This is an optimization exercise on Yosys and OpenROAD, whose aim is small area, a short achievable clock period and few clock cycles per item, not a production implementation.
Where RTL was checked, it was by simulation tests only, not by an equivalence proof against the original.
The RTL of runs 5 to 7 was laid out without a check of its function.
Power and IR drop assume default switching activity.

==> flow/design.v <==
module data_mem_ctrl #(
  parameter int Height     = 64,
  parameter int Length     = 32,
  parameter int WaitStates = 0
) (
  input  logic                                        clk,
  input  logic                                        rst_n,
  input  logic                                        reqValid,
  output logic                                        reqReady,
  input  logic                                        writeEnable,
  input  logic [2:0]                                  funct3,
  input  logic [$clog2(Height)+$clog2(Length/8)-1:0]  address,
  input  logic [Length-1:0]                           dataIn,
  output logic                                        respValid,
  output logic [Length-1:0]                           dataOut,
  output logic                                        error
);
  logic ready_q, v0_q, v1_q, v2_q;
  logic accept;
  assign accept    = reqValid && ready_q;
  assign reqReady  = ready_q;
  assign respValid = v2_q;
  always_ff @(posedge clk or negedge rst_n) begin
    if (!rst_n) begin
      ready_q <= 1'b0;
      v0_q    <= 1'b0;
      v1_q    <= 1'b0;
      v2_q    <= 1'b0;
    end else begin
      ready_q <= 1'b1;
      v0_q    <= accept;
      v1_q    <= v0_q;
      v2_q    <= v1_q;
    end
  end
  logic       st_legal, ld_legal;
  logic [1:0] lane;
  logic [3:0] be;
  logic [31:0] wd;
  logic [7:0] hi_dec, lo_dec;
  always_comb begin
    st_legal = writeEnable && !funct3[2] && (funct3[1:0] != 2'b11);
    ld_legal = !writeEnable && (funct3 != 3'b011) && (funct3 != 3'b110) &&
               (funct3 != 3'b111);
    lane = address[1:0];
    if (funct3[1:0] == 2'b01) lane[0] = 1'b0;
    if (funct3[1]) lane = 2'b00;
    case (funct3[1:0])
      2'b00:   be = 4'b0001 << lane;
      2'b01:   be = lane[1] ? 4'b1100 : 4'b0011;
      default: be = 4'b1111;
    endcase
    wd[7:0]   = dataIn[7:0];
    wd[15:8]  = (funct3[1:0] == 2'b00) ? dataIn[7:0] : dataIn[15:8];
    wd[23:16] = funct3[1] ? dataIn[23:16] : dataIn[7:0];
    wd[31:24] = funct3[1] ? dataIn[31:24] :
                (funct3[0] ? dataIn[15:8] : dataIn[7:0]);
    hi_dec = 8'b1 << address[7:5];
    lo_dec = 8'b1 << address[4:2];
  end
  logic [7:0]  hi_q, lo_q;
  logic [3:0]  wbe_q;
  logic [31:0] wd_q;
  logic [1:0]  lane_q;
  logic        byte_q, half_q, uns_q, zero_q, err_q;
  always_ff @(posedge clk) begin
    hi_q   <= hi_dec;
    lo_q   <= lo_dec;
    wbe_q  <= (accept && st_legal) ? be : 4'b0000;
    wd_q   <= wd;
    lane_q <= lane;
    byte_q <= (funct3[1:0] == 2'b00);
    half_q <= (funct3[1:0] == 2'b01);
    uns_q  <= funct3[2];
    zero_q <= !ld_legal;
    err_q  <= !(st_legal || ld_legal);
  end
  logic [31:0] mem [64];
  logic [31:0] rd;
  always_comb begin
    rd = '0;
    for (int h = 0; h < 8; h++) begin
      logic [31:0] part;
      part = '0;
      for (int l = 0; l < 8; l++)
        part = part | (mem[h*8+l] & {32{lo_q[l]}});
      rd = rd | (part & {32{hi_q[h]}});
    end
  end
  always_ff @(posedge clk) begin
    for (int h = 0; h < 8; h++)
      for (int l = 0; l < 8; l++)
        for (int b = 0; b < 4; b++)
          if (hi_q[h] && lo_q[l] && wbe_q[b])
            mem[h*8+l][b*8 +: 8] <= wd_q[b*8 +: 8];
  end
  logic [31:0] rd_q;
  logic [1:0]  lane1_q;
  logic        byte1_q, half1_q, uns1_q, zero1_q, err1_q;
  always_ff @(posedge clk) begin
    rd_q    <= rd;
    lane1_q <= lane_q;
    byte1_q <= byte_q;
    half1_q <= half_q;
    uns1_q  <= uns_q;
    zero1_q <= zero_q;
    err1_q  <= err_q;
  end
  logic [7:0]  b0, b1;
  logic        sgn;
  logic [31:0] ld;
  always_comb begin
    case (lane1_q)
      2'd0:    b0 = rd_q[7:0];
      2'd1:    b0 = rd_q[15:8];
      2'd2:    b0 = rd_q[23:16];
      default: b0 = rd_q[31:24];
    endcase
    b1  = lane1_q[1] ? rd_q[31:24] : rd_q[15:8];
    sgn = !uns1_q && (byte1_q ? b0[7] : b1[7]);
    if (byte1_q)      ld = {{24{sgn}}, b0};
    else if (half1_q) ld = {{16{sgn}}, b1, b0};
    else              ld = rd_q;
    if (zero1_q) ld = '0;
  end
  always_ff @(posedge clk) begin
    dataOut <= ld;
    error   <= err1_q;
  end
endmodule
==> flow/constraint.sdc <==
create_clock -name core_clock -period 3.6 [get_ports {clk}]
set_input_delay 0.7200 -clock core_clock [delete_from_list [all_inputs] [get_ports {clk}]]
set_output_delay 0.7200 -clock core_clock [all_outputs]
set_load 0.01 [all_outputs]
==> flow/run.sh <==
#!/bin/bash
# synth_recipe.tcl (not shown) runs the flow's synth.tcl, then flattens the netlist and writes it again
# the make line also repeats each setting of config.mk as NAME=value (left out here)
make -C /OpenROAD-flow-scripts/flow DESIGN_CONFIG=/design/flow/config.mk WORK_HOME=/design/flow/orfs CLKGATE_MAP_FILE= SYNTH_SCRIPT=/design/flow/synth_recipe.tcl finish
==> flow/config.mk <==
export PLATFORM = sky130hd
export DESIGN_NAME = data_mem_ctrl
export DESIGN_NICKNAME = data_mem_ctrl
export VERILOG_FILES = /design/flow/design.v
export SDC_FILE = /design/flow/constraint.sdc
export NUM_CORES = 4
export LEC_CHECK = 0
export CAP_MARGIN = 20
export CORE_MARGIN = 2
export CORE_UTILIZATION = 50
export PLACE_DENSITY = 0.6
export SLEW_MARGIN = 20
==> results of run 1 <==
## worst max-delay path, delay by kind of cell, from the launching register on
family,cells,cell delay (ps)
compound gates,2,780
buf+inv,1,320
flops,1,620
simple gates,2,490
## Yosys cell counts (9+ instances only)
master,number
edfxtp_1,2048
a22oi_1,1159
nand4_1,288
and3_1,266
clkbuf_1,226
dfxtp_1,131
buf_2,99
buf_1,26
nor2_1,25
mux2_2,24
a21o_1,17
nand2_1,13
mux2i_1,9
o21ai_0,9
## power by group through the flow
| stage | sequential, mW | clock, mW | combinational (mW) |
|---|---|---|---|
| after floorplan | 28.9 | 0 | 0.932 |
| after global placement | 29.2 | 0 | 1.82 |
| after detailed placement | 29.3 | 0 | 1.84 |
| after CTS | 28.7 | 21.4 | 1.84 |
| after global routing | 28.7 | 22.4 | 1.97 |
| final | 28.7 | 21.1 | 1.85 |
## state kept, by name (all words and copies together), names as in the netlist, 2 cells and up
signal and cells:
mem 2048, dataOut 32, rd_q 32, wd_q 32, hi_q 8, lo_q 8
wbe_q 4, lane1_q 2, lane_q 2
## metrics by stage
stage,area [µm²],util,setup WS [ps],power (mW),hold slack [ps]
2_1_floorplan,78900,-,1850,29.8,310
3_3_place_gp,82300,0.526,1040,31.1,312
3_5_place_dp,82300,0.526,1080,31.1,316
4_1_cts,88900,0.568,1070,51.9,45.5
5_1_grt,88900,0.568,1070,53.1,67.3
6_report,88900,0.568,1090,51.7,93.8
## metal layers
layer	global-route usage	wire, µm	part of all wire
met5	0	13	0.000063
met4	0.0614	4550	0.022
met3	0.0362	15900	0.078
met2	0.385	95100	0.46
met1	0.383	89700	0.44
## final timing paths
path | startpoint | endpoint | slack, ps | cells after the start
max reg2reg | lo_q[2] | rd_q[8] | 1090 | 5
max in group asynchronous | rst_n | v0_q | 3350 | 1
min | rst_n | v2_q | 90 | 1
max | lo_q[2] | rd_q[8] | 1090 | 5
min reg2reg | zero_q | zero1_q | 330 | 0
min in group core_clock | zero_q | zero1_q | 330 | 0
## area by class of cell
| type | count | area (µm²) | area share |
|---|---|---|---|
| Antenna cell | 4 | 10.0 | 0.000113 |
| Clock buffer | 294 | 5890 | 0.0663 |
| Clock inverter | 83 | 673 | 0.00757 |
| Multi-Input combinational cell | 1855 | 13200 | 0.148 |
| Sequential cell | 2183 | 64300 | 0.724 |
| Tap cell | 2058 | 2570 | 0.0290 |
| Timing Repair Buffer | 209 | 2210 | 0.0249 |
## kinds of logic (layout without fill, tap and decap cells)
group,count (synthesis),after routing
buf+inv,354,586
other cells,1,5
compound gates,1204,1204
flops,2183,2183
mux,34,34
simple gates,616,616
==> run_results.csv, run 1 <==
group,metric,value,unit
logic_synthesis,synth_flop_cell,"edfxtp_1",
logic_synthesis,synth.area.top_cells,"edfxtp_1 78%, a22oi_1 11%, dfxtp_1 3.3%, nand4_1 2.3%, and3_1 2.1%",
logic_synthesis,synth_nets,4439,
layout,most-common-layout-cells,"2,048 x edfxtp_1, 1,159 x a22oi_1, 288 x nand4_1",
timing,final.min_clock_period,2510,ps
logic_synthesis,synthesis.yosys.warnings,2,
timing,maxSlewViolCount,0,
route,detailroute.via_count,43600,
power,power.sequential.fraction,0.556,
logic_synthesis,xor_and_xnor_area_share_after_synthesis,0,
route,wire_per_inst,30.7,µm
timing,rsz0062_at_grt,"false",
logic_synthesis,syn_area,0.0789,mm²
floorplan,die_h,401,µm
critical_path,start_kind,"flop",
route,route.detailed.drc,0,
floorplan,core_area,0.156,mm²
timing,setup_clock_skew_after_layout,26.6,ps
layout,post_route_cells_drive_above_1_share,0.105,
cts,clock_path_buffers,3,
logic_synthesis,yosysUniqueCellTypes,35,
logic_synthesis,synth_fa_ha_area_frac,0,
route,viasPerCell,6.52,
floorplan,die_w,401,µm
run,timing.max_cap.violations,0,
power,clockPowerShare,0.409,
route,detail-route-antenna-nets,0,
global_route,global_route.usage.total,0.252,
route,initialDrtViolationCount,5407,
logic_synthesis,synth_area_per_cell,18.0,µm²
cts,tritoncts,"built",
cts,htree_depth,4,
global_route,grt_pass1_wl,299000,µm
power,p_int,40.8,mW
global_route,grt_start_max_net_pins,70,
logic_synthesis,yosys.area_share.simple,0.0479,
cts,clk_latency,820,ps
critical_path,worst_ep_arrival_time,3150,ps
placed_design,place_congestion,0.802,
logic_synthesis,synth_compound_area_frac,0.114,
placed_design,post_detailed_placement_half_perimeter_wirelength,119000,µm
logic_synthesis,asyncSetResetFlopFracSynth,0.00183,
route,drt-pass1-iter-count,6,
cts,cts-buffers-inserted,207,
timing,setup_total_negative_slack,0,ps
floorplan,start_util,0.504,
cts,quantity_of_hold_fixing_buffers_added_after_cts,0,
logic_synthesis,synthDominantAreaCellType,"edfxtp_1",
route,totalWireLength,205000,µm
logic_synthesis,synth_edf_count,2048,
power,power.density,582,mW/mm²
power,power_frac_comb,0.036,
critical_path,timing.critical_path.fanout_max,57,
layout,area.growth.synth_to_final,12.7,%
critical_path,worst-setup-path-type,"flop to flop",
cts,clk_pin_slew_worst_paths,60,ps
logic_synthesis,synth.mux.area_fraction,0.00485,
outcome,run_status,"timing/DRC/antenna clean",
critical_path,highest_delay_cell_along_the_critical_path,"dfxtp_4",
power,p_sw,11.0,mW
timing,finalHoldViolations,0,
floorplan,design.die.area,0.161,mm²
cts,clock_sinks,2183,
logic_synthesis,ys_seq_elements,2183,
placed_design,numPlacedInstances,6305,
power,leakagePower,28.3,nW
cts,cts_repair_resize_count,0,
placed_design,buffer_ports.inserted,81,
cts,clockRootBuffer,"clkbuf_16",
logic_synthesis,yosysSeqAreaShare,0.814,
global_route,grt.overflow.total,0,
power,netSwitchingFraction,0.212,
logic_synthesis,synth_top_family_by_area,"compound AO/OA/AOI/OAI gates",
timing,clock.fmax,399,MHz
logic_synthesis,syn_inst,4392,
critical_path,crit_required,4240,ps
floorplan,placement_rows,145,
floorplan,io_pins,82,
layout,final_common_cell,"edfxtp_1",
critical_path,timing.critical_path.cells,"buf_12 > a22oi_1 > nand4_1 > a22oi_1 > nand4_1",
critical_path,crit_path_max_incr_delay,620,ps
global_route,number_of_global_route_vias_before_repair,42100,
timing,max-slew-margin-rel,0.270,
layout,n_fill_cell,11800,
critical_path,worstSetupEndpointType,"flop",
worst_hold_path,holdCritPathClass,"primary input to asynchronous set/reset pin",
layout,nets,4503,
timing,layout_worst_path_cycle_share,0.697,
logic_synthesis,yosys.area.top_type_share,0.780,
timing,timing_worst_slew_pin_value,1090,ps
layout,stdcell_count,6686,
power,peakVddDrop,433,µV
cts,cts_setup_buffers,0,
global_route,grt_antenna_before_repair,7,
timing,report.final.setup_viol,0,
Testbench counts, summed over its fixed seeds: cycles 16,024, items 16,000.
==> run 2, diff against run 1 <==
--- a/flow/design.v
+++ b/flow/design.v
@@ -59,13 +59,14 @@
     lo_dec = 8'b1 << address[4:2];
   end
-  logic [7:0]  hi_q, lo_q;
-  logic [3:0]  wbe_q;
+  logic [7:0]  hir_q, hiw_q;
+  logic [7:0]  lo_q [4];
   logic [31:0] wd_q;
   logic [1:0]  lane_q;
   logic        byte_q, half_q, uns_q, zero_q, err_q;
   always_ff @(posedge clk) begin
-    hi_q   <= hi_dec;
-    lo_q   <= lo_dec;
-    wbe_q  <= (accept && st_legal) ? be : 4'b0000;
+    hir_q  <= hi_dec;
+    hiw_q  <= (accept && st_legal) ? hi_dec : 8'b0;
+    for (int b = 0; b < 4; b++)
+      lo_q[b] <= (accept && st_legal && !be[b]) ? 8'b0 : lo_dec;
     wd_q   <= wd;
     lane_q <= lane;
@@ -84,6 +85,7 @@
       part = '0;
       for (int l = 0; l < 8; l++)
-        part = part | (mem[h*8+l] & {32{lo_q[l]}});
-      rd = rd | (part & {32{hi_q[h]}});
+        for (int b = 0; b < 4; b++)
+          part[b*8 +: 8] = part[b*8 +: 8] | (mem[h*8+l][b*8 +: 8] & {8{lo_q[b][l]}});
+      rd = rd | (part & {32{hir_q[h]}});
     end
   end
@@ -92,5 +94,5 @@
       for (int l = 0; l < 8; l++)
         for (int b = 0; b < 4; b++)
-          if (hi_q[h] && lo_q[l] && wbe_q[b])
+          if (hiw_q[h] && lo_q[b][l])
             mem[h*8+l][b*8 +: 8] <= wd_q[b*8 +: 8];
   end
--- a/flow/config.mk
+++ b/flow/config.mk
@@ -10,3 +10,4 @@
 export CORE_UTILIZATION = 50
 export PLACE_DENSITY = 0.6
+export SETUP_SLACK_MARGIN = 1.6
 export SLEW_MARGIN = 20
==> run 2 against run 1 <==
Effect of this change: clock skew increased by 1.8 ps; combinational power about the same; synthesized cell count increased by 1.3%; sequential share of layout area decreased by 0.51 points; critical path type is now flop to output pin.
==> run_results.csv, run 2 <==
group,metric,value,unit
outcome,run_status,"timing/DRC/antenna clean",
logic_synthesis,yosysSeqAreaShare,0.815,
route,viasPerCell,6.45,
run,timing.max_cap.violations,0,
cts,cts-buffers-inserted,214,
layout,final_area,0.0905,mm²
cts,htree_depth,4,
layout,stdcell_count,6825,
critical_path,start_kind,"flop",
placed_design,numPlacedInstances,6392,
route,detail-route-antenna-nets,0,
cts,tritoncts,"built",
global_route,grt_start_max_net_pins,73,
global_route,grt.overflow.total,0,
placed_design,post_detailed_placement_half_perimeter_wirelength,122000,µm
global_route,grt_antenna_before_repair,9,
timing,report.final.setup_viol,0,
logic_synthesis,synthMostInstantiatedCell,"edfxtp_1",
logic_synthesis,ys_seq_elements,2211,
critical_path,highest_delay_cell_along_the_critical_path,"dfxtp_4",
floorplan,die_h,403,µm
logic_synthesis,yosysUniqueCellTypes,40,
logic_synthesis,yosys.area.top_type_share,0.774,
route,wire_per_inst,31.8,µm
critical_path,crit_required,2880,ps
cts,quantity_of_hold_fixing_buffers_added_after_cts,0,
critical_path,critPathLaunch,"dataOut[15]",
floorplan,die_w,403,µm
floorplan,start_util,0.503,
logic_synthesis,synth_nets,4496,
route,met2_length,99000,µm
logic_synthesis,synthDominantAreaCellType,"edfxtp_1",
route,drt-pass1-iter-count,5,
floorplan,placement_rows,146,
timing,rsz0062_at_grt,"true",
route,highest_metal_used,"met5",
power,leakagePower,28.2,nW
critical_path,timing.critical_path.cells,"buf_6",
logic_synthesis,synth.cells.most_frequent,"2,048 x edfxtp_1, 1,159 x a22oi_1, 289 x nand4_1, 278 x clkbuf_1, 257 x and2_1",
layout,largest_register_ff_count,2048,
critical_path,worst-setup-path-type,"flop to output pin",
cts,clk_pin_slew_worst_paths,60,ps
timing,setup_total_negative_slack,0,ps
critical_path,crit-reg2reg-launch,"rd_q[31]",
global_route,grt_pass1_wl,309000,µm
logic_synthesis,synth_edf_count,2048,
layout,final_common_cell,"edfxtp_1",
logic_synthesis,synthesis.yosys.warnings,3,
route,route.detailed.drc,0,
logic_synthesis,syn_inst,4449,
layout,max_flop_register,"mem",
route,detailroute.wirelength.met3,20800,µm
timing,maxSlewViolCount,0,
cts,clockRootBuffer,"clkbuf_16",
timing,layout_worst_path_cycle_share,0.576,
logic_synthesis,synth_flop_cell,"edfxtp_1",
layout,area.growth.synth_to_final,13.8,%
floorplan,core_area,0.158,mm²
timing,setup_clock_skew_after_layout,28.4,ps
critical_path,timing.critical_path.fanout_max,1,
critical_path,path_buf_inv,1,
timing,timing_worst_slew_pin_value,1160,ps
placed_design,post_dp_cell_area,0.0827,mm²
placed_design,buffer_ports.inserted,81,
layout,nets,4606,
floorplan,io_pins,82,
logic_synthesis,synth.area.top_cells,"edfxtp_1 77%, a22oi_1 11%, dfxtp_1 4.0%, nand4_1 2.3%, and2_1 2.0%",
layout,most-common-layout-cells,"2,048 x edfxtp_1, 1,133 x a22oi_1, 289 x nand4_1",
logic_synthesis,syn_area,0.0795,mm²
critical_path,worst_ep_arrival_time,1350,ps
cts,clock_path_buffers,3,
timing,max-slew-margin-rel,0.228,
route,initialDrtViolationCount,6142,
route,detailroute.via_count,44000,
critical_path,crit_path_max_incr_delay,410,ps
placed_design,place_congestion,0.799,
cts,clk_latency,850,ps
timing,final.min_clock_period,2070,ps
global_route,global_route.usage.total,0.263,
logic_synthesis,asyncSetResetFlopFracSynth,0.00181,
power,peakVddDrop,536,µV
route,totalWireLength,217000,µm
logic_synthesis,synth_area_per_cell,17.9,µm²
floorplan,design.die.area,0.162,mm²
cts,clock_sinks,2211,
layout,post_route_cells_drive_above_1_share,0.141,
timing,finalHoldViolations,0,
timing,clock.fmax,482,MHz
critical_path,critical-path-top-delay-family,"flip-flops",
route,routedLengthMet1,92400,µm
worst_hold_path,holdCritPathClass,"primary input to asynchronous set/reset pin",
global_route,number_of_global_route_vias_before_repair,43000,
critical_path,worstSetupEndpointType,"output pin",
power,power.density,591,mW/mm²
run 2: report_power, final:
group          internal (mW)  leakage, nW  switching (mW)
logic                  0.633         4.83            1.20
registers               28.4         19.9           0.776
clock network           13.0         3.48            9.47
run 2: cell type report:
class,count,area [µm²]
fillers,11900,67700
flip-flops and latches,2211,65000
multi-input cells,1914,13600
clock buffers,295,6020
well taps,2072,2590
repair buffers,215,2180
clock inverters,111,1050
inverters,3,11.3
diodes,4,10.0
run 2: logic make-up (layout without fill, tap and decap cells):
logic type             count (synthesis)  after routing  share of synthesized area
flip-flops                          2211           2211                      0.815
AO/OA/AOI/OAI                       1208           1208                      0.114
AND/OR/NAND/NOR                      672            672                     0.0501
buffers and inverters                324            624                     0.0163
multiplexers                          33             33                    0.00469
other                                  1              5                  0.0000472
run 2: final timing paths:
| path | depth (start not counted) | endpoint | slack [ps] |
|---|---|---|---|
| worst max-delay path | 1 | dataOut[15] | 1530 |
| max in group asynchronous | 1 | v0_q | 3350 |
| min in group core_clock | 0 | byte1_q | 330 |
| worst max register to register | 4 | dataOut[10] | 1530 |
| worst min-delay path | 1 | ready_q | 80 |
| worst min register to register | 0 | byte1_q | 330 |
run 2: per-stage QoR:
step                utilization  worst slack [ps]  hold WS, ps  power, mW
detailed placement        0.523               732          312       31.4
global placement          0.523               732          312       31.3
CTS                       0.570              1330         22.0       53.6
global route              0.572              1480         79.4       54.7
finish                    0.572              1530         81.3       53.4
floorplan                     -              1970          310       30.2
run 2: timing repair:
action                                 4_1_cts  5_1_grt
endpoints found under the hold margin        0        0
resized for setup                          203       51
pin swaps                                    0        2
setup endpoints to repair                  940      157
buffers inserted                            18        5
run 2: per-layer routing:
metal / vias to the layer above / global-route usage
met5: - / 0
met4: 10 / 0.0627
met3: 270 / 0.0597
met2: 2125 / 0.398
met1: 22900 / 0.392
li1: 18700 / -
Testbench counts of run 2, summed over its fixed seeds: cycles 16,024, items 16,000.
==> run 3, diff against run 2 <==
--- a/flow/config.mk
+++ b/flow/config.mk
@@ -8,6 +8,8 @@
 export CAP_MARGIN = 20
 export CORE_MARGIN = 2
-export CORE_UTILIZATION = 50
-export PLACE_DENSITY = 0.6
+export CORE_UTILIZATION = 65
+export CTS_CLUSTER_DIAMETER = 40
+export CTS_CLUSTER_SIZE = 24
+export PLACE_DENSITY = 0.75
 export SETUP_SLACK_MARGIN = 1.6
 export SLEW_MARGIN = 20
==> run 3 against run 2 <==
Effect of this change: largest power group unchanged; clock skew grew 21 ps; worst setup slack lost 22 ps; sequential power is essentially flat; power shrank 1.1%; cell count is 7.7% lower.
==> run_results.csv, run 3 <==
group,metric,value,unit
timing,max-slew-margin-rel,0.228,
logic_synthesis,yosysUniqueCellTypes,40,
timing,timing_worst_slew_pin_value,1160,ps
outcome,run_status,"timing/DRC/antenna clean",
global_route,global_route.usage.total,0.317,
layout,final_common_cell,"edfxtp_1",
layout,nets,4548,
critical_path,crit_path_max_incr_delay,420,ps
critical_path,cp_num_cells,1,
logic_synthesis,synth_area_per_cell,17.9,µm²
route,met2_length,91000,µm
timing,clock.fmax,477,MHz
floorplan,io_pins,82,
floorplan,start_util,0.654,
layout,max_flop_register,"mem",
layout,n_fill_cell,6855,
critical_path,worst-setup-path-type,"flop to output pin",
global_route,number_of_global_route_vias_before_repair,42500,
power,power.density,592,mW/mm²
logic_synthesis,syn_area,0.0795,mm²
route,wire_per_inst,31.6,µm
cts,clock_sinks,2211,
placed_design,post_detailed_placement_half_perimeter_wirelength,116000,µm
route,route.detailed.drc,0,
critical_path,timing.rr.end,"rd_q[0]",
logic_synthesis,synth.area.top_cells,"edfxtp_1 77%, a22oi_1 11%, dfxtp_1 4.0%, nand4_1 2.3%, and2_1 2.0%",
critical_path,critPathLaunch,"dataOut[1]",
global_route,grt_start_max_net_pins,73,
timing,setup_total_negative_slack,0,ps
floorplan,design.die.area,0.125,mm²
critical_path,crit_required,2880,ps
run,timing.max_cap.violations,0,
global_route,grt_pass1_wl,290000,µm
logic_synthesis,synth_nets,4496,
critical_path,highest_delay_cell_along_the_critical_path,"dfxtp_4",
placed_design,place_congestion,0.835,
critical_path,timing.critical_path.cells,"buf_6",
cts,cts-buffers-inserted,199,
timing,maxSlewViolCount,0,
route,drt-pass1-iter-count,6,
layout,stdcell_count,6301,
critical_path,critical_path.endpoint,"dataOut[1]",
route,routedLengthMet1,76200,µm
route,detailroute.via_count,44500,
power,leakagePower,27.8,nW
timing,final.min_clock_period,2100,ps
logic_synthesis,synthMostInstantiatedCell,"edfxtp_1",
critical_path,critical-path-top-delay-family,"flip-flops",
timing,timing.hold.ws,108,ps
critical_path,worst_ep_arrival_time,1380,ps
logic_synthesis,yosys.area.top_type_share,0.774,
route,initialDrtViolationCount,6955,
timing,rsz0062_at_grt,"true",
logic_synthesis,synthesis.yosys.warnings,3,
route,highest_metal_used,"met5",
floorplan,die_w,354,µm
cts,quantity_of_hold_fixing_buffers_added_after_cts,0,
floorplan,core_area,0.122,mm²
logic_synthesis,syn_inst,4449,
floorplan,die_h,354,µm
global_route,grt.overflow.total,0,
cts,clk_pin_slew_worst_paths,80,ps
logic_synthesis,synth.cells.most_frequent,"2,048 x edfxtp_1, 1,159 x a22oi_1, 289 x nand4_1, 278 x clkbuf_1, 257 x and2_1",
route,viasPerCell,7.06,
logic_synthesis,yosysSeqAreaShare,0.815,
global_route,grt_antenna_before_repair,13,
route,totalWireLength,199000,µm
critical_path,timing.critical_path.fanout_max,1,
placed_design,buffer_ports.inserted,81,
placed_design,numPlacedInstances,5924,
route,detailroute.wirelength.met3,26600,µm
layout,post-route-util,0.735,
logic_synthesis,asyncSetResetFlopFracSynth,0.00181,
timing,layout_worst_path_cycle_share,0.582,
cts,clock_path_buffers,3,
logic_synthesis,synth_edf_count,2048,
layout,most-common-layout-cells,"2,048 x edfxtp_1, 1,144 x a22oi_1, 289 x nand4_1",
timing,finalHoldViolations,0,
cts,tritoncts,"built",
timing,report.final.setup_viol,0,
power,peakVddDrop,641,µV
layout,area.growth.synth_to_final,12.3,%
floorplan,placement_rows,128,
critical_path,path_buf_inv,1,
cts,clk_latency,840,ps
cts,htree_depth,4,
critical_path,worstSetupEndpointType,"output pin",
logic_synthesis,ys_seq_elements,2211,
cts,clockRootBuffer,"clkbuf_16",
timing,setup_clock_skew_after_layout,49.6,ps
worst_hold_path,holdCritPathClass,"primary input to asynchronous set/reset pin",
layout,largest_register_ff_count,2048,
route,detail-route-antenna-nets,0,
critical_path,start_kind,"flop",
logic_synthesis,synth_flop_cell,"edfxtp_1",
logic_synthesis,synthDominantAreaCellType,"edfxtp_1",
critical_path,timing.reg2reg.worst_path_depth,5,
critical_path,ff2ff_setup_slack,1610,ps
layout,post_route_cells_drive_above_1_share,0.139,
critical_path,crit-reg2reg-launch,"lo_q[0][2]",
run 3: cell counts after synthesis:
No cell type changed its count.
run 3: how the worst min path moves through the flow:
stage            from       to  slack [ps]  cells after the start
2_1_floorplan  byte_q  byte1_q         310                      0
3_3_place_gp    err_q   err1_q         310                      0
3_5_place_dp   err1_q    error         320                      0
4_1_cts         rst_n  ready_q          70                      1
5_1_grt         rst_n     v2_q         110                      1
6_report        rst_n     v0_q         110                      1
run 3: cell families after synthesis:
family,share of synthesized area
multiplexers,0.00469
AND/OR/NAND/NOR,0.0501
other,0.0000472
flip-flops,0.815
AO/OA/AOI/OAI,0.114
buffers and inverters,0.0163
run 3: final cells by class:
| cell class | count | area [µm²] | share of cell area |
|---|---|---|---|
| well taps | 1625 | 2030 | 0.0228 |
| diodes | 1 | 2.50 | 0.0000280 |
| repair buffers | 172 | 1720 | 0.0193 |
| inverters | 3 | 11.3 | 0.000126 |
| multi-input cells | 1914 | 13500 | 0.151 |
| clock inverters | 162 | 1780 | 0.0199 |
| clock buffers | 213 | 5200 | 0.0582 |
| flip-flops and latches | 2211 | 65000 | 0.728 |
run 3: layer usage:
| layer | global-route usage | up-vias |
|---|---|---|
| met2 | 0.470 | 2992 |
| met3 | 0.0871 | 360 |
| met1 | 0.471 | 22600 |
| met5 | 0 | - |
| met4 | 0.0893 | 20 |
| li1 | - | 18500 |
run 3: through the flow:
step / cell area, µm² / worst slack (ps) / total power [mW]
2_1_floorplan: 79500 / 1970 / 30.2
3_3_place_gp: 82100 / 991 / 31.2
3_5_place_dp: 82100 / 956 / 31.3
4_1_cts: 89100 / 1350 / 52.9
5_1_grt: 89300 / 1490 / 54.0
6_report: 89300 / 1500 / 52.9
run 3: power breakdown:
part           switching (mW)  internal [mW]
clock                    10.2           11.8
sequential              0.765           28.3
combinational            1.11          0.594
total                    12.1           40.8
run 3: timing repair:
item / 4_1_cts / 5_1_grt
buffers inserted: 0 / 1
pin swaps: 2 / 1
gates resized for setup: 210 / 37
setup endpoints to repair: 956 / 271
==> run 4, diff against run 3 <==
==> flow/flow/run.sh (new file) <==
#!/bin/bash
# Standard layout (the standard.sh) with one change: the clock tree is
# built with larger sink clusters and without dummy balancing loads.
set -euo pipefail
bash standard.sh \
  "CTS_ARGS=-sink_clustering_enable -repair_clock_nets -dont_use_dummy_load -sink_clustering_size 30 -sink_clustering_max_diameter 60" \
  finish > standard_finish.log 2>&1
==> flow/standard.sh (new file) <==
#!/bin/bash
# synth_recipe.tcl (not shown) runs the flow's synth.tcl, then flattens the netlist and writes it again
# the make line also repeats each setting of config.mk as NAME=value (left out here)
make -C /OpenROAD-flow-scripts/flow DESIGN_CONFIG=/design/flow/config.mk WORK_HOME=/design/flow/orfs CLKGATE_MAP_FILE= SYNTH_SCRIPT=/design/flow/synth_recipe.tcl "${@:-finish}"
--- a/flow/config.mk
+++ b/flow/config.mk
@@ -9,6 +9,4 @@
 export CORE_MARGIN = 2
 export CORE_UTILIZATION = 65
-export CTS_CLUSTER_DIAMETER = 40
-export CTS_CLUSTER_SIZE = 24
 export PLACE_DENSITY = 0.75
 export SETUP_SLACK_MARGIN = 1.6
removed: flow/run.sh
==> run 4 against run 3 <==
Effect of this change: sequential power hardly changed; wire length is 1.7% lower; power is 15% lower; clock-buffer cell count is 81 lower; clock power is 37% lower; area after synthesis stayed put; register-to-register slack hardly changed; clock skew is 15 ps higher; design area is 4.0% lower; critical path type unchanged.
==> run_results.csv, run 4 <==
group,metric,value,unit
timing,report.final.setup_viol,0,
layout,stdcell_count,6068,
layout,post_route_cells_drive_above_1_share,0.0971,
power,power_frac_comb,0.038,
power,p_sw,9.33,mW
floorplan,start_util,0.654,
cts,cts-buffers-inserted,132,
logic_synthesis,synthMostInstantiatedCell,"edfxtp_1",
placed_design,numPlacedInstances,5924,
logic_synthesis,synth_edf_count,2048,
placed_design,place_worst_setup_slack,956,ps
floorplan,die_h,354,µm
critical_path,highest_delay_cell_along_the_critical_path,"dfxtp_4",
global_route,grt_pass1_wl,282000,µm
logic_synthesis,ys_seq_elements,2211,
logic_synthesis,xor_and_xnor_area_share_after_synthesis,0,
route,route.detailed.drc,0,
layout,area.growth.synth_to_final,7.84,%
logic_synthesis,yosys.area_share.simple,0.0501,
timing,rsz0062_at_grt,"true",
layout,final_area,0.0857,mm²
global_route,grt_use_met2,0.460,
logic_synthesis,yosys.area.top_type_share,0.774,
logic_synthesis,synth_flop_cell,"edfxtp_1",
route,detailroute.via_count,43600,
global_route,global_route.usage.total,0.309,
logic_synthesis,synth.mux.area_fraction,0.00469,
global_route,grt.overflow.total,0,
placed_design,buffer_ports.inserted,81,
critical_path,crit_path_max_incr_delay,400,ps
critical_path,path_buf_inv,1,
route,initialDrtViolationCount,7110,
layout,nets,4490,
global_route,grt_start_max_net_pins,73,
global_route,use_met3,0.0751,
layout,largest_register_ff_count,2048,
power,power.density,522,mW/mm²
cts,clk_pin_slew_worst_paths,90,ps
logic_synthesis,yosysUniqueCellTypes,40,
logic_synthesis,synth_nets,4496,
power,clockPowerShare,0.312,
cts,clockRootBuffer,"clkbuf_16",
logic_synthesis,synth.cells.most_frequent,"2,048 x edfxtp_1, 1,159 x a22oi_1, 289 x nand4_1, 278 x clkbuf_1, 257 x and2_1",
route,viasPerCell,7.19,
logic_synthesis,synthDominantAreaCellType,"edfxtp_1",
logic_synthesis,syn_area,0.0795,mm²
placed_design,post_detailed_placement_half_perimeter_wirelength,116000,µm
cts,clk_latency,770,ps
logic_synthesis,yosysSeqAreaShare,0.815,
timing,setup_total_negative_slack,0,ps
logic_synthesis,synth_top_family_by_area,"compound AO/OA/AOI/OAI gates",
timing,timing_worst_slew_pin_value,1160,ps
logic_synthesis,synth_fa_ha_area_frac,0,
timing,maxSlewViolCount,0,
logic_synthesis,synth.area.top_cells,"edfxtp_1 77%, a22oi_1 11%, dfxtp_1 4.0%, nand4_1 2.3%, and2_1 2.0%",
timing,setup_clock_skew_after_layout,64.8,ps
critical_path,critical-path-top-delay-family,"flip-flops",
global_route,groute.layer.met1.usage,0.469,
cts,tritoncts,"built",
run,timing.max_cap.violations,0,
timing,final.min_clock_period,2040,ps
floorplan,design.die.area,0.125,mm²
global_route,grt_antenna_before_repair,11,
logic_synthesis,synth_area_per_cell,17.9,µm²
placed_design,place_congestion,0.835,
route,wire_per_inst,32.3,µm
floorplan,die_w,354,µm
power,netSwitchingFraction,0.208,
power,power.sequential.fraction,0.649,
timing,timing.hold.ws,195,ps
cts,clock_sinks,2211,
layout,final_common_cell,"edfxtp_1",
timing,max-slew-margin-rel,0.230,
critical_path,worst-setup-path-type,"flop to output pin",
timing,layout_worst_path_cycle_share,0.567,
power,p_int,35.4,mW
floorplan,placement_rows,128,
critical_path,worst_ep_arrival_time,1320,ps
route,totalWireLength,196000,µm
placed_design,post_dp_cell_area,0.0821,mm²
cts,quantity_of_hold_fixing_buffers_added_after_cts,0,
timing,clock.fmax,490,MHz
critical_path,start_kind,"flop",
power,leakagePower,26.1,nW
critical_path,timing.critical_path.fanout_max,1,
cts,clock_path_buffers,3,
power,peakVddDrop,594,µV
global_route,number_of_global_route_vias_before_repair,41300,
logic_synthesis,synth_compound_area_frac,0.114,
layout,max_flop_register,"mem",
outcome,run_status,"timing/DRC/antenna clean",
critical_path,crit_required,2880,ps
global_route,grt_busiest_layer,"met1",
layout,most-common-layout-cells,"2,048 x edfxtp_1, 1,138 x a22oi_1, 289 x nand4_1",
route,detail-route-antenna-nets,0,
logic_synthesis,asyncSetResetFlopFracSynth,0.00181,
critical_path,timing.critical_path.cells,"buf_2",
cts,htree_depth,4,
floorplan,io_pins,82,
logic_synthesis,syn_inst,4449,
timing,finalHoldViolations,0,
floorplan,core_area,0.122,mm²
worst_hold_path,holdCritPathClass,"primary input to asynchronous set/reset pin",
critical_path,worstSetupEndpointType,"output pin",
logic_synthesis,synthesis.yosys.warnings,3,
timing,finalWorstSetupSlack,1560,ps
route,drt-pass1-iter-count,8,
[run 4: cell counts after synthesis]
No cell type changed its count.
[run 4: cell type report]
type                       count  area, µm²
sequential                  2211      65000
fill                        7325      35800
multi-input combinational   1914      13600
clock buffer                 132       3300
tap                         1625       2030
timing repair buffer         181       1800
inverter                       3       11.3
antenna                        2       5.00
[run 4: cells by family after synthesis]
| logic type | Yosys count |
|---|---|
| buffers and inverters | 324 |
| other | 1 |
| and+or+nand+nor | 672 |
| DFF | 2211 |
| AOI/OAI and AO/OA | 1208 |
| muxes | 33 |
[run 4: through the flow]
stage | utilization | total power [mW]
2_1_floorplan | - | 30.2
3_3_place_gp | 0.675 | 31.2
3_5_place_dp | 0.675 | 31.3
4_1_cts | 0.703 | 44.7
5_1_grt | 0.705 | 45.7
6_report | 0.705 | 44.7
[run 4: final timing paths]
path                       startpoint         end  slack, ps  cells past startpoint
hold reg to reg                byte_q     byte1_q        300                      0
setup reg to reg           lo_q[2][4]    rd_q[22]       1610                      5
hold / removal                  rst_n        v0_q        190                      1
max in group asynchronous       rst_n        v2_q       3250                      1
min in group core_clock        byte_q     byte1_q        300                      0
setup / recovery           dataOut[1]  dataOut[1]       1560                      1
[run 4: repair_timing]
| action | CTS | global route |
|---|---|---|
| pin swaps | 2 | 3 |
| gates cloned | 0 | 0 |
| resized for setup | 199 | 33 |
| setup buffers | 0 | 10 |
| setup endpoints to repair | 962 | 200 |
[run 4: metal layers]
layer,vias up,routed length (µm)
li1,18200,-
met1,22200,76000
met2,2938,89800
met3,279,25400
met4,12,4550
met5,-,69
[run 4: power by group through the flow]
stage / registers, mW / logic (mW) / clock network [mW]
final: 29.1 / 1.72 / 14.0
after global routing: 29.1 / 1.81 / 14.8
after CTS: 29.1 / 1.64 / 14.0
after detailed placement: 29.7 / 1.64 / 0
after global placement: 29.6 / 1.60 / 0
after floorplan: 29.2 / 0.940 / 0
==> run 5, diff against run 4 <==
==> flow/design.v (replaced) <==
module data_mem_ctrl #(
  parameter int Height     = 64,
  parameter int Length     = 32,
  parameter int WaitStates = 0
) (
  input  logic                                        clk,
  input  logic                                        rst_n,
  input  logic                                        reqValid,
  output logic                                        reqReady,
  input  logic                                        writeEnable,
  input  logic [2:0]                                  funct3,
  input  logic [$clog2(Height)+$clog2(Length/8)-1:0]  address,
  input  logic [Length-1:0]                           dataIn,
  output logic                                        respValid,
  output logic [Length-1:0]                           dataOut,
  output logic                                        error
);
  logic ready_q, v0_q, v1_q, v2_q;
  logic accept;
  assign accept    = reqValid && ready_q;
  assign reqReady  = ready_q;
  assign respValid = v2_q;
  always_ff @(posedge clk or negedge rst_n) begin
    if (!rst_n) begin
      ready_q <= 1'b0;
      v0_q    <= 1'b0;
      v1_q    <= 1'b0;
      v2_q    <= 1'b0;
    end else begin
      ready_q <= 1'b1;
      v0_q    <= accept;
      v1_q    <= v0_q;
      v2_q    <= v1_q;
    end
  end
  logic        st_legal, ld_legal, st_go;
  logic [1:0]  lane;
  logic [3:0]  be;
  logic [31:0] wd;
  logic [7:0]  hi_dec, lo_dec;
  always_comb begin
    st_legal = writeEnable && !funct3[2] && (funct3[1:0] != 2'b11);
    ld_legal = !writeEnable && (funct3 != 3'b011) && (funct3 != 3'b110) &&
               (funct3 != 3'b111);
    st_go    = accept && st_legal;
    lane = address[1:0];
    if (funct3[1:0] == 2'b01) lane[0] = 1'b0;
    if (funct3[1]) lane = 2'b00;
    case (funct3[1:0])
      2'b00:   be = 4'b0001 << lane;
      2'b01:   be = lane[1] ? 4'b1100 : 4'b0011;
      default: be = 4'b1111;
    endcase
    wd[7:0]   = dataIn[7:0];
    wd[15:8]  = (funct3[1:0] == 2'b00) ? dataIn[7:0] : dataIn[15:8];
    wd[23:16] = funct3[1] ? dataIn[23:16] : dataIn[7:0];
    wd[31:24] = funct3[1] ? dataIn[31:24] :
                (funct3[0] ? dataIn[15:8] : dataIn[7:0]);
    hi_dec = 8'b1 << address[7:5];
    lo_dec = 8'b1 << address[4:2];
  end
  logic [31:0] mem [64];
  logic [31:0] rd;
  always_ff @(posedge clk) begin
    for (int h = 0; h < 8; h++)
      for (int l = 0; l < 8; l++)
        for (int b = 0; b < 4; b++)
          if (st_go && hi_dec[h] && lo_dec[l] && be[b])
            mem[h*8+l][b*8 +: 8] <= wd[b*8 +: 8];
  end
  logic [7:0]  hi_q, lo_q;
  logic [1:0]  lane0_q;
  logic        byte0_q, half0_q, uns0_q, zero0_q, err0_q;
  always_ff @(posedge clk) begin
    hi_q    <= hi_dec;
    lo_q    <= lo_dec;
    lane0_q <= lane;
    byte0_q <= (funct3[1:0] == 2'b00);
    half0_q <= (funct3[1:0] == 2'b01);
    uns0_q  <= funct3[2];
    zero0_q <= !ld_legal;
    err0_q  <= !(st_legal || ld_legal);
  end
  always_comb begin
    rd = '0;
    for (int h = 0; h < 8; h++) begin
      logic [31:0] part;
      part = '0;
      for (int l = 0; l < 8; l++)
        part = part | (mem[h*8+l] & {32{lo_q[l]}});
      rd = rd | (part & {32{hi_q[h]}});
    end
  end
  logic [31:0] rd_q;
  logic [1:0]  lane_q;
  logic        byte_q, half_q, uns_q, zero_q, err_q;
  always_ff @(posedge clk) begin
    rd_q   <= rd;
    lane_q <= lane0_q;
    byte_q <= byte0_q;
    half_q <= half0_q;
    uns_q  <= uns0_q;
    zero_q <= zero0_q;
    err_q  <= err0_q;
  end
  logic [7:0]  b0, b1;
  logic        sgn;
  logic [31:0] ld;
  always_comb begin
    case (lane_q)
      2'd0:    b0 = rd_q[7:0];
      2'd1:    b0 = rd_q[15:8];
      2'd2:    b0 = rd_q[23:16];
      default: b0 = rd_q[31:24];
    endcase
    b1  = lane_q[1] ? rd_q[31:24] : rd_q[15:8];
    sgn = !uns_q && (byte_q ? b0[7] : b1[7]);
    if (byte_q)      ld = {{24{sgn}}, b0};
    else if (half_q) ld = {{16{sgn}}, b1, b0};
    else             ld = rd_q;
    if (zero_q) ld = '0;
  end
  always_ff @(posedge clk) begin
    dataOut <= ld;
    error   <= err_q;
  end
endmodule
--- a/flow/config.mk
+++ b/flow/config.mk
@@ -10,4 +10,4 @@
 export CORE_UTILIZATION = 65
 export PLACE_DENSITY = 0.75
-export SETUP_SLACK_MARGIN = 1.6
+export SETUP_SLACK_MARGIN = 1.65
 export SLEW_MARGIN = 20
==> run 5 against run 4 <==
Effect of this change: global-route usage up 6.1 points; maximum frequency down 13%; synthesized cell count down 2.4%; first-iteration DRC count up 32%; register-to-register slack worse by 370 ps; clock power about the same; power about the same; die area down 2.6%; area after synthesis down 2.6%; sequential power down 4%; via count up 13%; largest power group unchanged.
==> run_results.csv, run 5 <==
group,metric,value,unit
layout,stdcell_count,6394,
placed_design,post_detailed_placement_half_perimeter_wirelength,125000,µm
power,leakagePower,28.6,nW
logic_synthesis,synth.area.top_cells,"edfxtp_1 79%, a22oi_1 11%, dfxtp_1 2.5%, nand4_1 2.3%, nor2_1 1.3%",
placed_design,place_worst_setup_slack,207,ps
power,power_frac_comb,0.066,
layout,area.growth.synth_to_final,19.7,%
run,timing.max_cap.violations,0,
critical_path,crit_required,4050,ps
power,power,44.8,mW
timing,timing_worst_slew_pin_value,978,ps
critical_path,timing.critical_path.fanout_max,50,
global_route,number_of_global_route_vias_before_repair,45600,
floorplan,die_w,349,µm
route,viasPerCell,7.70,
placed_design,numPlacedInstances,6071,
timing,report.final.setup_viol,0,
outcome,run_status,"timing/DRC/antenna clean",
timing,max-slew-margin-rel,0.348,
global_route,grt_antenna_before_repair,17,
layout,max_flop_register,"mem",
layout,nets,4900,
floorplan,placement_rows,126,
critical_path,timing.reg2reg.worst_path_depth,6,
route,route.detailed.drc,0,
worst_hold_path,holdCritPathClass,"primary input to asynchronous set/reset pin",
critical_path,timing.rr.end,"rd_q[15]",
floorplan,io_pins,82,
logic_synthesis,synthesis.yosys.warnings,2,
cts,quantity_of_hold_fixing_buffers_added_after_cts,0,
power,p_sw,9.89,mW
logic_synthesis,synth_area_per_cell,17.8,µm²
power,power.density,483,mW/mm²
route,detail-route-antenna-nets,0,
route,detailroute.via_count,49300,
layout,top_regs,"mem: 2048 flops, dataOut: 32 flops, rd_q: 32 flops",
timing,final.min_clock_period,2360,ps
critical_path,worst-setup-path-type,"flop to flop",
layout,post-route-util,0.785,
cts,clock_sinks,2147,
layout,final_common_cell,"edfxtp_1",
logic_synthesis,synth_nets,4387,
layout,final_area,0.0926,mm²
cts,clockRootBuffer,"clkbuf_16",
critical_path,critical_path.endpoint,"rd_q[15]",
power,p_int,34.9,mW
logic_synthesis,yosys.area.top_type_share,0.795,
global_route,global_route.usage.total,0.370,
timing,finalWorstSetupSlack,1240,ps
timing,timing.hold.ws,128,ps
layout,post_route_cells_drive_above_1_share,0.268,
layout,most-common-layout-cells,"2,048 x edfxtp_1, 959 x a22oi_1, 288 x nand4_1",
critical_path,critPathLaunch,"lo_q[5]",
logic_synthesis,asyncSetResetFlopFracSynth,0.00186,
floorplan,design.die.area,0.122,mm²
power,peakVddDrop,534,µV
timing,clock.fmax,424,MHz
cts,clk_latency,810,ps
logic_synthesis,synthDominantAreaCellType,"edfxtp_1",
placed_design,post_dp_cell_area,0.0827,mm²
timing,maxSlewViolCount,0,
logic_synthesis,ys_seq_elements,2147,
timing,setup_total_negative_slack,0,ps
timing,rsz0062_at_grt,"true",
floorplan,die_h,349,µm
cts,clk_pin_slew_worst_paths,100,ps
route,wire_per_inst,38.2,µm
logic_synthesis,syn_inst,4340,
critical_path,worstSetupEndpointType,"flop",
power,netSwitchingFraction,0.221,
route,totalWireLength,244000,µm
logic_synthesis,synthMostInstantiatedCell,"edfxtp_1",
global_route,grt.overflow.total,0,
critical_path,start_kind,"flop",
global_route,grt_pass1_wl,321000,µm
logic_synthesis,yosysUniqueCellTypes,38,
route,drt-pass1-iter-count,7,
placed_design,buffer_ports.inserted,81,
power,power.sequential.fraction,0.620,
placed_design,place_congestion,0.908,
layout,largest_register_ff_count,2048,
timing,setup_clock_skew_after_layout,90.9,ps
cts,tritoncts,"built",
timing,layout_worst_path_cycle_share,0.655,
route,initialDrtViolationCount,9356,
floorplan,core_area,0.118,mm²
logic_synthesis,synth_flop_cell,"edfxtp_1",
cts,cts-buffers-inserted,131,
global_route,grt_start_max_net_pins,76,
floorplan,start_util,0.655,
timing,finalHoldViolations,0,
cts,clock_path_buffers,3,
critical_path,ff2ff_setup_slack,1240,ps
critical_path,crit-reg2reg-launch,"lo_q[5]",
cts,htree_depth,4,
logic_synthesis,synth_edf_count,2048,
power,clockPowerShare,0.314,
logic_synthesis,syn_area,0.0774,mm²
logic_synthesis,yosysSeqAreaShare,0.820,
logic_synthesis,synth.cells.most_frequent,"2,048 x edfxtp_1, 1,159 x a22oi_1, 288 x nand4_1, 276 x nor2_1, 236 x clkbuf_1",
critical_path,worst_ep_arrival_time,2810,ps
==> run 5: cell types whose count changed in the layout (fill, tap and decap cells not counted), sizes merged, moves of 20 or more <==
| cell | change |
|---|---|
| a21oi | -20 |
| dfxtp | -64 |
| buf | +481 |
| nor2 | +218 |
| clkdlybuf4s50 | -21 |
| and2 | -251 |
==> run 5: cell families (layout without fill, tap and decap cells) <==
family,after synthesis,count (layout),synth area share
mux,34,34,0.00495
simple gates,656,656,0.0426
buf+inv,295,804,0.0149
flops,2147,2147,0.820
other cells,1,8,0.0000485
compound gates,1207,1209,0.117
==> run 5: worst min-delay path by stage <==
stage / startpoint / endpoint / slack (ps) / depth (start not counted)
6_report: rst_n / v1_q / 130 / 1
2_1_floorplan: byte0_q / byte_q / 310 / 0
3_5_place_dp: byte0_q / byte_q / 310 / 0
5_1_grt: rst_n / v2_q / 130 / 1
4_1_cts: rst_n / ready_q / 110 / 1
3_3_place_gp: byte0_q / byte_q / 310 / 0
==> run 5: cell type report <==
type / instances / area (µm²)
multi-input cells: 1900 / 15700
repair buffers: 672 / 8130
diodes: 7 / 17.5
inverters: 1 / 3.75
well taps: 1536 / 1920
flip-flops and latches: 2147 / 63600
fillers: 5593 / 25400
clock buffers: 131 / 3280
==> run 5: routing by layer <==
layer / share of wire / vias up / global-route usage
li1: - / 19000 / -
met1: 0.32 / 24100 / 0.513
met2: 0.44 / 5087 / 0.554
met3: 0.17 / 1042 / 0.104
met4: 0.066 / 18 / 0.171
met5: 0.00097 / - / 0
==> run 5: worst max-delay path, stage by stage, from the launching register on <==
cell,delay [ps]
dfxtp_4,370
buf_12,140
buf_12,190
a22oi_1,300
nand4_1,290
a22oi_1,250
nand4_1,470
==> run 5: power by group through the flow <==
stage | clock (mW) | sequential (mW) | combinational, mW
2_1_floorplan | 0 | 28.2 | 1.13
3_3_place_gp | 0 | 28.4 | 2.24
3_5_place_dp | 0 | 28.4 | 2.29
4_1_cts | 13.8 | 27.7 | 2.58
5_1_grt | 14.8 | 27.8 | 2.97
6_report | 14.0 | 27.8 | 2.95
==> run 5: repair_timing <==
item / in CTS / in global routing
resized for setup: 561 / 653
gates cloned: 16 / 18
endpoints found under the setup margin: 3161 / 2778
pin swaps: 75 / 177
setup buffers: 75 / 76
endpoints found under the hold margin: 0 / 0
==> run 6, diff against run 5 <==
--- a/flow/design.v
+++ b/flow/design.v
@@ -16,17 +16,15 @@
   output logic                                        error
 );
-  logic ready_q, v0_q, v1_q, v2_q;
+  logic v0_q, v1_q, v2_q;
   logic accept;
-  assign accept    = reqValid && ready_q;
-  assign reqReady  = ready_q;
+  assign reqReady  = rst_n;
+  assign accept    = reqValid && rst_n;
   assign respValid = v2_q;
   always_ff @(posedge clk or negedge rst_n) begin
     if (!rst_n) begin
-      ready_q <= 1'b0;
       v0_q    <= 1'b0;
       v1_q    <= 1'b0;
       v2_q    <= 1'b0;
     end else begin
-      ready_q <= 1'b1;
       v0_q    <= accept;
       v1_q    <= v0_q;
@@ -59,4 +57,5 @@
     hi_dec = 8'b1 << address[7:5];
     lo_dec = 8'b1 << address[4:2];
+    rlane  = ld_legal ? be : 4'b0000;
   end
   logic [31:0] mem [64];
@@ -69,10 +68,13 @@
             mem[h*8+l][b*8 +: 8] <= wd[b*8 +: 8];
   end
-  logic [7:0]  hi_q, lo_q;
+  logic [7:0]  hi_q;
+  logic [7:0]  lo_q [4];
+  logic [3:0]  rlane;
   logic [1:0]  lane0_q;
   logic        byte0_q, half0_q, uns0_q, zero0_q, err0_q;
   always_ff @(posedge clk) begin
     hi_q    <= hi_dec;
-    lo_q    <= lo_dec;
+    for (int b = 0; b < 4; b++)
+      lo_q[b] <= rlane[b] ? lo_dec : 8'b0;
     lane0_q <= lane;
     byte0_q <= (funct3[1:0] == 2'b00);
@@ -88,5 +90,6 @@
       part = '0;
       for (int l = 0; l < 8; l++)
-        part = part | (mem[h*8+l] & {32{lo_q[l]}});
+        for (int b = 0; b < 4; b++)
+          part[b*8 +: 8] = part[b*8 +: 8] | (mem[h*8+l][b*8 +: 8] & {8{lo_q[b][l]}});
       rd = rd | (part & {32{hi_q[h]}});
     end
==> run 6 against run 5 <==
Effect of this change: synthesized cell count is 2.0% higher; critical path depth is 4 lower; largest power group unchanged; worst setup slack better by 270 ps; wire length is 11% lower; area after synthesis is 0.83% higher; clock skew is 24 ps lower; power is 2.2% lower.
==> run_results.csv, run 6 <==
group,metric,value,unit
global_route,number_of_global_route_vias_before_repair,44500,
layout,final_common_cell,"edfxtp_1",
route,detailroute.via_count,46200,
critical_path,worstSetupEndpointType,"flop",
layout,most-common-layout-cells,"2,048 x edfxtp_1, 1,099 x a22oi_1, 293 x buf_4",
timing,layout_worst_path_cycle_share,0.579,
timing,maxSlewViolCount,0,
cts,clock_sinks,2170,
logic_synthesis,yosys.area.top_type_share,0.788,
route,route.detailed.drc,0,
power,power.sequential.fraction,0.638,
floorplan,core_area,0.119,mm²
placed_design,place_worst_setup_slack,60.2,ps
timing,setup_total_negative_slack,0,ps
logic_synthesis,yosysSeqAreaShare,0.820,
placed_design,place_congestion,0.937,
route,met2_length,99300,µm
route,detailroute.wirelength.met3,32800,µm
logic_synthesis,synth_nets,4475,
worst_hold_path,holdCritPathClass,"primary input to flop",
critical_path,worst_ep_arrival_time,2740,ps
critical_path,timing.critical_path.fanout_max,32,
layout,nets,4765,
critical_path,worst-setup-path-type,"flop to flop",
logic_synthesis,syn_inst,4428,
layout,n_fill_cell,6784,
logic_synthesis,asyncSetResetFlopFracSynth,0.00138,
global_route,grt_start_max_net_pins,65,
floorplan,die_h,350,µm
timing,max-slew-margin-rel,0.165,
power,p_int,34.8,mW
cts,tritoncts,"built",
power,netSwitchingFraction,0.206,
power,power.density,497,mW/mm²
route,detail-route-antenna-nets,0,
cts,htree_depth,4,
floorplan,start_util,0.653,
floorplan,design.die.area,0.123,mm²
timing,finalWorstSetupSlack,1510,ps
outcome,run_status,"timing/DRC/antenna clean",
global_route,grt_antenna_before_repair,14,
logic_synthesis,synth_area_per_cell,17.6,µm²
floorplan,io_pins,82,
route,drt-pass1-iter-count,6,
global_route,grt_pass1_wl,308000,µm
logic_synthesis,synth.area.top_cells,"edfxtp_1 79%, a22oi_1 11%, dfxtp_1 3.1%, nand4_1 2.3%, nor2_1 1.5%",
placed_design,buffer_ports.inserted,81,
logic_synthesis,syn_area,0.0780,mm²
layout,area.growth.synth_to_final,12.9,%
layout,max_flop_register,"mem",
layout,largest_register_ff_count,2048,
logic_synthesis,synthesis.yosys.warnings,3,
placed_design,numPlacedInstances,6147,
logic_synthesis,synthMostInstantiatedCell,"edfxtp_1",
timing,report.final.setup_viol,0,
timing,timing_worst_slew_pin_value,1250,ps
layout,stdcell_count,6332,
power,clockPowerShare,0.320,
power,power_frac_comb,0.041,
floorplan,placement_rows,127,
timing,finalHoldViolations,0,
timing,clock.fmax,480,MHz
power,p_sw,9.03,mW
timing,final.min_clock_period,2090,ps
cts,clk_pin_slew_worst_paths,100,ps
cts,clock_path_buffers,3,
route,wire_per_inst,34.4,µm
logic_synthesis,synth.cells.most_frequent,"2,048 x edfxtp_1, 1,159 x a22oi_1, 308 x nor2_1, 288 x nand4_1, 219 x clkbuf_1",
route,initialDrtViolationCount,8044,
route,viasPerCell,7.30,
critical_path,start_kind,"flop",
power,peakVddDrop,560,µV
run,timing.max_cap.violations,0,
route,totalWireLength,218000,µm
layout,post_route_cells_drive_above_1_share,0.194,
global_route,grt.overflow.total,0,
global_route,global_route.usage.total,0.353,
logic_synthesis,synthDominantAreaCellType,"edfxtp_1",
layout,final_area,0.0881,mm²
logic_synthesis,yosysUniqueCellTypes,37,
logic_synthesis,ys_seq_elements,2170,
cts,cts-buffers-inserted,133,
logic_synthesis,synth_edf_count,2048,
logic_synthesis,synth_flop_cell,"edfxtp_1",
route,routedLengthMet1,76400,µm
placed_design,post_dp_cell_area,0.0829,mm²
cts,clk_latency,780,ps
critical_path,crit_required,4250,ps
floorplan,die_w,350,µm
timing,setup_clock_skew_after_layout,67.2,ps
route,highest_metal_used,"met5",
placed_design,post_detailed_placement_half_perimeter_wirelength,129000,µm
power,leakagePower,26.5,nW
timing,rsz0062_at_grt,"true",
cts,clockRootBuffer,"clkbuf_16",
## run 6: changes by cell type after synthesis, sizes merged, moves of 7 or more
| cell | previous run | this run |
|---|---|---|
| nor2 | 277 | 309 |
| nand2 | 50 | 73 |
| a22o | 7 | 0 |
| clkbuf | 236 | 219 |
| buf | 58 | 79 |
| a2bb2oi | 0 | 7 |
| a21oi | 1 | 18 |
| dfxtp | 95 | 119 |
| a21o | 18 | 3 |
## run 6: power groups by stage
stage               clock network (mW)  logic [mW]  registers, mW
floorplan                            0       0.767           28.4
global placement                     0        1.60           28.6
detailed placement                   0        1.64           28.6
CTS                               14.0        1.71           28.0
global route                      14.8        1.86           28.0
finish                            14.0        1.82           28.0
## run 6: final timing paths
check,from,endpoint,slack [ps],cells after the start
worst max-delay path,hi_q[2],rd_q[9],1510,2
worst min-delay path,funct3[2],uns0_q,170,1
worst max register to register,hi_q[2],rd_q[9],1510,2
worst min register to register,err0_q,err_q,320,0
max in group asynchronous,rst_n,v0_q,2630,3
min in group asynchronous,rst_n,v1_q,670,3
## run 6: logic make-up (layout without fill, tap and decap cells)
kind of cell | Yosys count | in the layout | share of synthesized area
AO/OA/AOI/OAI | 1209 | 1209 | 0.116
buffers and inverters | 300 | 588 | 0.0147
flip-flops | 2170 | 2170 | 0.820
multiplexers | 33 | 33 | 0.00478
other | 0 | 4 | 0
AND/OR/NAND/NOR | 716 | 716 | 0.0453
## run 6: worst max-delay path: stages (launching register included)
cell	delay, ps
dfxtp_2	1180
a22oi_1	410
nand4_1	350
## run 6: layout make-up
class	instances	area, µm²	area share
inverter	2	7.51	0.0000852
sequential	2170	64100	0.728
clock buffer	133	3330	0.0378
multi-input combinational	1958	14500	0.164
tap	1612	2020	0.0229
timing repair buffer	453	4140	0.0470
antenna	4	10.0	0.000114
## run 6: routing by layer
layer / GRT usage / vias to the layer above
met5: 0 / -
met2: 0.529 / 3801
li1: - / 18800
met4: 0.134 / 18
met3: 0.112 / 554
met1: 0.490 / 23000
## run 6: repair_timing
action	4_1_cts	5_1_grt
hold endpoints to repair	3	0
pin swaps	31	31
setup endpoints to repair	3108	2305
setup buffers	29	16
gates resized for setup	452	81
hold buffers	1	0
cloned	1	1
## run 6: metrics by stage
stage | hold WS, ps | util | power [mW]
3_3_place_gp | 312 | 0.694 | 30.2
4_1_cts | 259 | 0.734 | 43.7
3_5_place_dp | 315 | 0.694 | 30.2
2_1_floorplan | 310 | - | 29.2
6_report | 170 | 0.737 | 43.8
5_1_grt | 154 | 0.737 | 44.6
==> run 7, diff against run 6 <==
--- a/flow/config.mk
+++ b/flow/config.mk
@@ -6,8 +6,9 @@
 export NUM_CORES = 4
 export LEC_CHECK = 0
+export ABC_AREA = 1
 export CAP_MARGIN = 20
 export CORE_MARGIN = 2
-export CORE_UTILIZATION = 65
-export PLACE_DENSITY = 0.75
+export CORE_UTILIZATION = 55
+export PLACE_DENSITY = 0.65
 export SETUP_SLACK_MARGIN = 1.65
 export SLEW_MARGIN = 20
==> run 7 against run 6 <==
Effect of this change: sequential power is essentially flat; cell count is 40% higher; core utilization down 10 points; wire length grew 16%; critical path depth rose by 9; sequential cell count is the same; non-clock buffer count rose by 157; hold slack worse by 110 ps; worst setup slack gained 60 ps; combinational power grew 11%; clock-buffer cell count increased by 5; critical path type is now primary input to flop; critical endpoint is now mem[61][20]; largest cell class unchanged; highest routed layer unchanged.
==> run_results.csv, run 7 <==
group,metric,value,unit
outcome,run_status,"timing/DRC/antenna clean",
global_route,grt.overflow.total,0,
cts,clock_sinks,2170,
timing,timing_worst_slew_pin_value,1130,ps
layout,final_common_cell,"nand2_1",
logic_synthesis,synth.cells.most_frequent,"2,606 x nand2_1, 2,048 x edfxtp_1, 465 x nor2_1, 320 x nand4_1, 185 x o21ai_0",
worst_hold_path,holdCritPathClass,"primary input to flop",
power,power,44.5,mW
layout,final_area,0.0939,mm²
logic_synthesis,synthDominantAreaCellType,"edfxtp_1",
layout,largest_register_ff_count,2048,
floorplan,die_w,390,µm
timing,finalWorstSetupSlack,1570,ps
cts,clockRootBuffer,"clkbuf_16",
global_route,global_route.usage.total,0.328,
critical_path,crit_required,4080,ps
route,viasPerCell,6.05,
floorplan,design.die.area,0.152,mm²
logic_synthesis,ys_seq_elements,2170,
layout,stdcell_count,8847,
route,totalWireLength,251000,µm
timing,rsz0062_at_grt,"true",
route,route.detailed.drc,0,
cts,clk_pin_slew_worst_paths,70,ps
critical_path,crit-reg2reg-launch,"lo_q[3][1]",
placed_design,place_congestion,0.933,
power,leakagePower,32.4,nW
timing,maxSlewViolCount,0,
layout,max_flop_register,"mem",
logic_synthesis,synth_area_per_cell,12.7,µm²
critical_path,ff2ff_setup_slack,1650,ps
critical_path,worstSetupEndpointType,"flop",
critical_path,timing.critical_path.fanout_max,8,
timing,clock.fmax,494,MHz
placed_design,place_worst_setup_slack,-62.1,ps
route,initialDrtViolationCount,8010,
run,timing.max_cap.violations,0,
critical_path,worst_ep_arrival_time,2510,ps
layout,area.growth.synth_to_final,14.6,%
route,detailroute.via_count,53600,
route,detail-route-antenna-nets,0,
layout,n_fill_cell,11100,
placed_design,post_dp_cell_area,0.0880,mm²
cts,cts-buffers-inserted,138,
timing,layout_worst_path_cycle_share,0.563,
cts,htree_depth,4,
placed_design,numPlacedInstances,8608,
logic_synthesis,yosysSeqAreaShare,0.780,
timing,final.min_clock_period,2030,ps
global_route,grt_pass1_wl,354000,µm
logic_synthesis,synth_edf_count,2048,
floorplan,start_util,0.554,
logic_synthesis,synthesis.yosys.warnings,3,
timing,finalHoldViolations,0,
cts,clock_path_buffers,3,
layout,post_route_cells_drive_above_1_share,0.137,
critical_path,worst-setup-path-type,"primary input to flop",
logic_synthesis,synth.area.top_cells,"edfxtp_1 75%, nand2_1 12%, dfxtp_1 2.9%, nand4_1 2.4%, nor2_1 2.1%",
power,peakVddDrop,426,µV
timing,setup_clock_skew_after_layout,78.7,ps
route,drt-pass1-iter-count,7,
placed_design,buffer_ports.inserted,81,
floorplan,die_h,390,µm
global_route,grt_antenna_before_repair,16,
timing,report.final.setup_viol,0,
logic_synthesis,yosysUniqueCellTypes,27,
logic_synthesis,yosys.area.top_type_share,0.750,
cts,clk_latency,810,ps
cts,tritoncts,"built",
logic_synthesis,synthMostInstantiatedCell,"nand2_1",
layout,nets,6952,
logic_synthesis,syn_inst,6448,
route,wire_per_inst,28.4,µm
power,power.density,474,mW/mm²
critical_path,start_kind,"primary input",
floorplan,placement_rows,141,
critical_path,timing.reg2reg.worst_path_depth,7,
floorplan,core_area,0.148,mm²
critical_path,critical_path.endpoint,"mem[61][20]",
logic_synthesis,synth_flop_cell,"edfxtp_1",
worst_hold_path,worstHoldPathCells,1,
layout,most-common-layout-cells,"2,595 x nand2_1, 2,048 x edfxtp_1, 430 x nor2_1",
critical_path,timing.rr.end,"rd_q[29]",
placed_design,post_detailed_placement_half_perimeter_wirelength,155000,µm
logic_synthesis,synth_nets,6495,
global_route,grt_start_max_net_pins,65,
floorplan,io_pins,82,
logic_synthesis,asyncSetResetFlopFracSynth,0.00138,
critical_path,critPathLaunch,"funct3[1]",
timing,max-slew-margin-rel,0.246,
logic_synthesis,syn_area,0.0820,mm²
global_route,number_of_global_route_vias_before_repair,50300,
==> run 7: changes by cell type after synthesis, moves of 39 or more <==
cell,previous run,this run
buf_2,6,84
nor2_1,308,465
o21ai_0,11,185
nand3b_1,3,67
inv_1,2,70
nand2_1,73,2606
buf_1,69,30
clkbuf_1,219,178
nand3_1,3,175
a22oi_1,1159,0
==> run 7: cell families (layout without fill, tap and decap cells) <==
family,Yosys count,after routing,synth area share
buf+inv,375,828,0.0187
compound gates,240,242,0.0152
flops,2170,2170,0.780
simple gates,3663,3663,0.186
other cells,0,14,0
==> run 7: how the worst min path moves through the flow <==
| stage | from | end |
|---|---|---|
| finish | funct3[2] | uns0_q |
| CTS | funct3[2] | uns0_q |
| global placement | half0_q | half_q |
| global route | funct3[2] | uns0_q |
| floorplan | byte0_q | byte_q |
| detailed placement | err_q | error |
==> run 7: per-stage QoR <==
stage	setup TNS, ps	hold WS (ps)	utilization
after floorplan	0	310	-
after global placement	-1990	313	0.595
after detailed placement	-2080	315	0.595
after CTS	0	123	0.631
after global routing	0	39.0	0.635
final	0	55.0	0.635
==> run 7: cell type report <==
| type | count | area [µm²] | share of cell area |
|---|---|---|---|
| Sequential cell | 2170 | 64100 | 0.683 |
| Multi-Input combinational cell | 3905 | 17400 | 0.185 |
| Timing Repair Buffer | 610 | 6180 | 0.0658 |
| Clock buffer | 138 | 3450 | 0.0368 |
| Tap cell | 1930 | 2410 | 0.0257 |
| Inverter | 79 | 323 | 0.00344 |
| Antenna cell | 14 | 35.0 | 0.000373 |
| Timing Repair inverter | 1 | 6.26 | 0.0000666 |
==> run 7: critical path, cell delays in order <==
cell	delay [ps]
buf_8	140
nand2_1	60
nand3b_1	140
nor2_4	130
buf_12	150
buf_12	120
buf_4	130
nand3_1	210
buf_4	250
nor2_2	220
buf_6	200
==> run 7: power breakdown <==
part | internal, mW | switching [mW] | total (mW)
clock | 6.80 | 7.71 | 14.5
sequential | 27.8 | 0.203 | 28.0
combinational | 0.530 | 1.49 | 2.02
total | 35.1 | 9.40 | 44.5
==> run 7: repair_timing <==
item                                   in CTS  in global routing
endpoints found under the hold margin       3                  0
resized for setup                         390                107
pin swaps                                  29                 10
gates cloned                               12                  4
buffers inserted                           57                 13
setup endpoints to repair                3002               2472
hold buffers                                1                  0
==> run 7: layer usage <==
layer	global-route usage	wire, µm
met5	0	200
met4	0.132	11100
met3	0.0756	30200
met2	0.490	112000
met1	0.469	97600

## port drivers added, routing unchanged
No port has a modelled driver above. Below, the same layouts with a new extraction and two added sets of constraints. Step 1: set_driving_cell puts a clkbuf_16 on clk and a buf_2 on each other input, an assumption about the parent block. Step 2 moves the port delays by t, midway between the first and last clock arrival at a register: inputs arrive t later, outputs are due t later. That takes back most of the time a late clock gives input paths. Three values: ideal, step 1, step 2; two values: the first two.
run | t (ns) | setup WS [ns] | worst hold slack (ns) | latest minus earliest clock arrival (ns) | slew at the worst register clock pin (ns)
run 1 | 0.889 | 1.092 / 1.053 / 1.022 | 0.094 / 0.041 / 0.334 | 0.028 / 0.028 | 0.07 / 0.07
run 2 | 0.910 | 1.525 / 1.446 / 0.787 | 0.081 / 0.029 / 0.326 | 0.032 / 0.032 | 0.07 / 0.07
run 3 | 0.903 | 1.504 / 1.422 / 0.828 | 0.108 / 0.054 / 0.331 | 0.052 / 0.052 | 0.09 / 0.09
run 4 | 0.825 | 1.557 / 1.474 / 0.883 | 0.195 / 0.139 / 0.302 | 0.072 / 0.072 | 0.10 / 0.10
run 5 | 0.835 | 1.241 / 1.241 / 0.578 | 0.128 / 0.084 / 0.326 | 0.094 / 0.094 | 0.12 / 0.12
run 6 | 0.838 | 1.515 / 1.442 / 0.771 | 0.170 / 0.112 / 0.322 | 0.074 / 0.075 | 0.11 / 0.11
run 7 | 0.868 | 1.574 / 1.506 / 0.695 | 0.055 / -0.009 / 0.318 | 0.088 / 0.088 | 0.10 / 0.10
After both steps every run listed still meets setup and hold. The setup slack of run 7, which loses most, moves by -0.068 ns with the drivers and by -0.879 ns with both steps.
